This is an optimization exercise on Yosys and OpenROAD, whose aim is small area, a short achievable clock period and few clock cycles per item, not a production implementation. Only simulation tests tie the RTL to the original design; equivalence was not proved.

==> inputs of job 2643 <==
==> flow/design.v (excerpt) <==
module lattice_bond_site_mapper #(
   parameter int MAX_EXTENT = 256
) (
   input  logic                               clock,
   input  logic                               reset,
   input  logic                               req_valid,
   output logic                               req_ready,
   input  logic [lbsm_pkg::CELL_W-1:0]        req_cell_x,
   input  logic [lbsm_pkg::CELL_W-1:0]        req_cell_y,
   input  logic [lbsm_pkg::CELL_W-1:0]        req_cell_z,
   input  logic signed [lbsm_pkg::OFF_W-1:0]  req_src_dx,
   input  logic signed [lbsm_pkg::OFF_W-1:0]  req_src_dy,
   input  logic signed [lbsm_pkg::OFF_W-1:0]  req_src_dz,
   input  logic [lbsm_pkg::LOCAL_W-1:0]       req_src_local,
   input  logic signed [lbsm_pkg::OFF_W-1:0]  req_tgt_dx,
   input  logic signed [lbsm_pkg::OFF_W-1:0]  req_tgt_dy,
   input  logic signed [lbsm_pkg::OFF_W-1:0]  req_tgt_dz,
   input  logic [lbsm_pkg::LOCAL_W-1:0]       req_tgt_local,
   output logic                               rsp_valid,
   input  logic                               rsp_ready,
   output logic                               rsp_connected,
   output logic [lbsm_pkg::SITE_W-1:0]        rsp_src_site,
   output logic [lbsm_pkg::SITE_W-1:0]        rsp_tgt_site,
   output logic                               rsp_flip_x,
   output logic                               rsp_flip_y,
   output logic                               rsp_flip_z,
   output logic [lbsm_pkg::DIMS-1:0]          rsp_src_outside,
   output logic [lbsm_pkg::DIMS-1:0]          rsp_tgt_outside,
   input  logic                               csr_write_en,
   input  logic [lbsm_pkg::CSR_IDX_W-1:0]     csr_index,
   input  logic [lbsm_pkg::CSR_DATA_W-1:0]    csr_wdata
);
clock: 10.0 ns
lec_check: 0
cap_margin: 20
core_margin: 2
core_utilization: 40
setup_slack_margin: 4.5
slew_margin: 20
synth_hierarchical: 1
synth_minimum_keep_size: 0
run.sh (not shown) runs the stock make flow with config.mk's settings and CLKGATE_MAP_FILE= SYNTH_SCRIPT=/design/flow/synth_recipe.tcl, a recipe that flattens the netlist after the stock synthesis.
==> job 3318: changes against job 2643 <==
--- a/flow/design.v
+++ b/flow/design.v
@@ -439,17 +439,18 @@
    logic [lbsm_pkg::LAYER_W-1:0]   layer_ff;
    logic [lbsm_pkg::PMASK_W-1:0]   periodic_ff;
    logic [lbsm_pkg::BASIS_W-1:0]   basis_ff;
    logic [lbsm_pkg::ROWB_W-1:0]    rowb_ff;
    logic [lbsm_pkg::LAYB_W-1:0]    layb_ff;
    logic [lbsm_pkg::SIZE_W-1:0]    wr_ext;
    logic                           pc_load_ff, pc_cap_ff;
-   logic [lbsm_pkg::DIMS-1:0][lbsm_pkg::CELL_W-1:0]       rq_cell;
-   logic [1:0][lbsm_pkg::DIMS-1:0][lbsm_pkg::OFF_W-1:0]   rq_off;
-   logic [1:0][lbsm_pkg::LOCAL_W-1:0]                     rq_local;
+   logic                                                  s0_valid;
+   logic [lbsm_pkg::DIMS-1:0][lbsm_pkg::CELL_W-1:0]       s0_cell;
+   logic [1:0][lbsm_pkg::DIMS-1:0][lbsm_pkg::OFF_W-1:0]   s0_off;
+   logic [1:0][lbsm_pkg::LOCAL_W-1:0]                     s0_local;
    logic                                                  s1_valid;
    logic                                                  s1_step;    
    logic [1:0][lbsm_pkg::DIMS-1:0][CW-1:0]                s1_coord;
    logic [1:0][lbsm_pkg::DIMS-1:0]                        s1_par;
    logic [1:0][lbsm_pkg::DIMS-1:0]                        s1_out;
    logic [1:0][lbsm_pkg::LOCAL_W-1:0]                     s1_local;
    logic                                                  s1_conn;
@@ -458,36 +459,26 @@
    logic [lbsm_pkg::SITE_W-1:0]         rsp_src_site_ff, rsp_tgt_site_ff;
    logic [lbsm_pkg::DIMS-1:0]           rsp_flip_ff;
    logic [lbsm_pkg::DIMS-1:0]           rsp_src_out_ff, rsp_tgt_out_ff;
    logic [1:0][lbsm_pkg::DIMS-1:0][CW-1:0]  w_in, w_next;
    logic [1:0][lbsm_pkg::DIMS-1:0]          w_moved, w_more;
    logic                                    w_conn, w_more_any, w_moved_any;
    logic [1:0][lbsm_pkg::SITE_W-1:0]        site;
-   logic adv2, s1_free;
-   assign rq_cell[0]   = req_cell_x;
-   assign rq_cell[1]   = req_cell_y;
-   assign rq_cell[2]   = req_cell_z;
-   assign rq_off[0][0] = req_src_dx;
-   assign rq_off[0][1] = req_src_dy;
-   assign rq_off[0][2] = req_src_dz;
-   assign rq_off[1][0] = req_tgt_dx;
-   assign rq_off[1][1] = req_tgt_dy;
-   assign rq_off[1][2] = req_tgt_dz;
-   assign rq_local[0]  = req_src_local;
-   assign rq_local[1]  = req_tgt_local;
+   logic adv2, s1_free, s1_load;
    assign adv2      = !rsp_valid_ff || rsp_ready;
-   assign s1_free   = !s1_step && !pc_load_ff && (!s1_valid || adv2);
-   assign req_ready = s1_free;
+   assign s1_free   = !s1_step && (!s1_valid || adv2);
+   assign req_ready = !s0_valid || s1_free;
+   assign s1_load   = s0_valid && s1_free;
    always_comb begin
       for (int e = 0; e < 2; e++) begin
          for (int d = 0; d < lbsm_pkg::DIMS; d++) begin
             if (s1_step) begin
                w_in[e][d] = s1_coord[e][d];
             end else begin
-               w_in[e][d] = CW'($signed({2'b00, rq_cell[d]}) + $signed(rq_off[e][d]));
+               w_in[e][d] = CW'($signed({2'b00, s0_cell[d]}) + $signed(s0_off[e][d]));
             end
          end
       end
    end
    for (genvar e = 0; e < 2; e++) begin : g_ep
       for (genvar d = 0; d < lbsm_pkg::DIMS; d++) begin : g_dim
          lbsm_divider u_wrap (
@@ -508,28 +499,43 @@
             end
          end
       end
    end
    assign w_more_any  = |w_more;
    assign w_moved_any = |w_moved;
    always_ff @(posedge clock) begin
+      if (req_ready) begin
+         s0_cell[0]   <= req_cell_x;
+         s0_cell[1]   <= req_cell_y;
+         s0_cell[2]   <= req_cell_z;
+         s0_off[0][0] <= req_src_dx;
+         s0_off[0][1] <= req_src_dy;
+         s0_off[0][2] <= req_src_dz;
+         s0_off[1][0] <= req_tgt_dx;
+         s0_off[1][1] <= req_tgt_dy;
+         s0_off[1][2] <= req_tgt_dz;
+         s0_local[0]  <= req_src_local;
+         s0_local[1]  <= req_tgt_local;
+      end
+   end
+   always_ff @(posedge clock) begin
       if (pc_load_ff) begin
          s1_coord <= '0;
          s1_coord[0][2] <= CW'(basis_ff);
          s1_coord[1][1] <= CW'(basis_ff);
          s1_local <= '0;
       end else if (s1_step) begin
          s1_coord <= w_next;
          s1_par   <= s1_par ^ w_moved;
          s1_out   <= s1_out | w_moved;
       end else if (s1_free) begin
          s1_coord <= w_next;
          s1_par   <= w_moved;
          s1_out   <= w_moved;
-         s1_local <= rq_local;
+         s1_local <= s0_local;
          s1_conn  <= w_conn;
       end
    end
    for (genvar e = 0; e < 2; e++) begin : g_site
       lbsm_mac u_site (
          .ix       (s1_coord[e][0][lbsm_pkg::CELL_W-1:0]),
          .iy       (s1_coord[e][1][lbsm_pkg::CELL_W-1:0]),
@@ -549,26 +555,30 @@
          rsp_flip_ff     <= s1_conn ? (s1_par[0] ^ s1_par[1]) : '0;
          rsp_src_out_ff  <= s1_conn ? s1_out[0] : '0;
          rsp_tgt_out_ff  <= s1_conn ? s1_out[1] : '0;
       end
    end
    always_ff @(posedge clock) begin
       if (reset) begin
+         s0_valid     <= 1'b0;
          s1_valid     <= 1'b0;
          s1_step      <= 1'b0;
          rsp_valid_ff <= 1'b0;
       end else begin
+         if (req_ready) begin
+            s0_valid <= req_valid;
+         end
          if (s1_step) begin
             if (!w_moved_any) begin
                s1_step  <= 1'b0;
                s1_valid <= 1'b1;
             end
          end else if (s1_free) begin
-            s1_step  <= req_valid && w_conn && w_more_any;
-            s1_valid <= req_valid && !(w_conn && w_more_any);
+            s1_step  <= s0_valid && w_conn && w_more_any;
+            s1_valid <= s0_valid && !(w_conn && w_more_any);
          end
          if (adv2) begin
             rsp_valid_ff <= s1_valid && !s1_step;
          end
       end
    end
    always_comb begin
- SETUP_SLACK_MARGIN: 4.5 -> default
==> reports/qor.json <==
{
  "outcome": "timing/DRC/antenna clean",
  "period_minus_slack_ns": 6.09,
  "numPlacedInstances": 5542,
  "grt_pass1_wl_mm": 219,
  "detailed_place.area_mm2": 0.0444,
  "edff_count_synth": 97,
  "share_seq_of_total_power_pct": 14.1,
  "internal_power_mw": 5.88,
  "path_depth": 20,
  "grt_pass1_vias": 35000,
  "cp_cell_sequence": "buf_12 -> buf_6 -> and2_4 -> fa_1 -> fa_1 -> fa_2 -> fa_2 -> fa_2 -> fa_1 -> fa_1 -> ha_4 -> buf_6 -> nand3_1 -> o211a_1 -> o31a_1 -> buf_4 -> nor3_2 -> o32ai_2 -> xnor2_1 -> and2_1",
  "non_clock_buffer_area_share_pct": 9.54,
  "post_layout_nonfiller_instances": 5910,
  "final-seq-area_mm2": 0.00623,
  "slowest_stage": "sky130_fd_sc_hd__fa_1",
  "critical_path_start": "s1_coord[20]",
  "synth.ff_latch_count": 254,
  "cts_buffers": 34,
  "preCtsSetupSlack_ns": 3.06
}
the above is filed under job 2643

==> reports/qor.json <==
{
  "outcome": "timing/DRC/antenna clean",
  "detailed_place.area_mm2": 0.0456,
  "synth.ff_latch_count": 321,
  "preCtsSetupSlack_ns": 3.23,
  "period_minus_slack_ns": 6.88,
  "slowest_stage": "sky130_fd_sc_hd__dfxtp_1",
  "cts_buffers": 40,
  "grt_pass1_wl_mm": 212,
  "cp_cell_sequence": "and2_1 -> fa_1 -> fa_1 -> fa_1 -> fa_1 -> fa_1 -> fa_1 -> fa_1 -> ha_1 -> a21oi_1 -> o21ai_0 -> nor2_1 -> a21boi_2 -> a311oi_2 -> o21bai_1 -> xor2_1 -> and2_1",
  "non_clock_buffer_area_share_pct": 3.84,
  "critical_path_start": "s1_coord[51]"
}
the above is filed under job 3318

Testbench counts of job 2643, summed over its fixed seeds: cycles 19,296, bonds 19,200.
Testbench counts of job 3318, summed over its fixed seeds: cycles 19,344, bonds 19,200.

[static timing again, ports no longer ideal]
Ports are ideal in the flow. The routed layouts listed here were re-timed in OpenROAD.
Step 1 sets driving cells, clkbuf_16 on the clock port and buf_2 on the other inputs (assumed; they add their load-dependent delay and slew).
Step 2 times the ports against the registers' clock, not the clock port: input delays grow and output delays shrink by t, the midpoint of the rising clock arrivals with the driver on.
Slacks: no drivers / after step 1 / after step 2; pairs: no drivers / after step 1.
run	shift t [ns]	setup WS [ns]	hold WS [ns]	latest minus earliest clock arrival (ns)	cell pins on the clock port's net
job 2643	0.661	3.906 / 3.906 / 3.878	0.453 / 0.453 / 0.453	0.020 / 0.020	1
job 3318	0.685	3.119 / 3.119 / 3.119	0.455 / 0.455 / 0.455	0.024 / 0.024	1
After both steps setup and hold are still met in every run listed. The setup slack of job 2643, which loses most, moves by 0.000 ns with the drivers and by -0.028 ns with both steps.
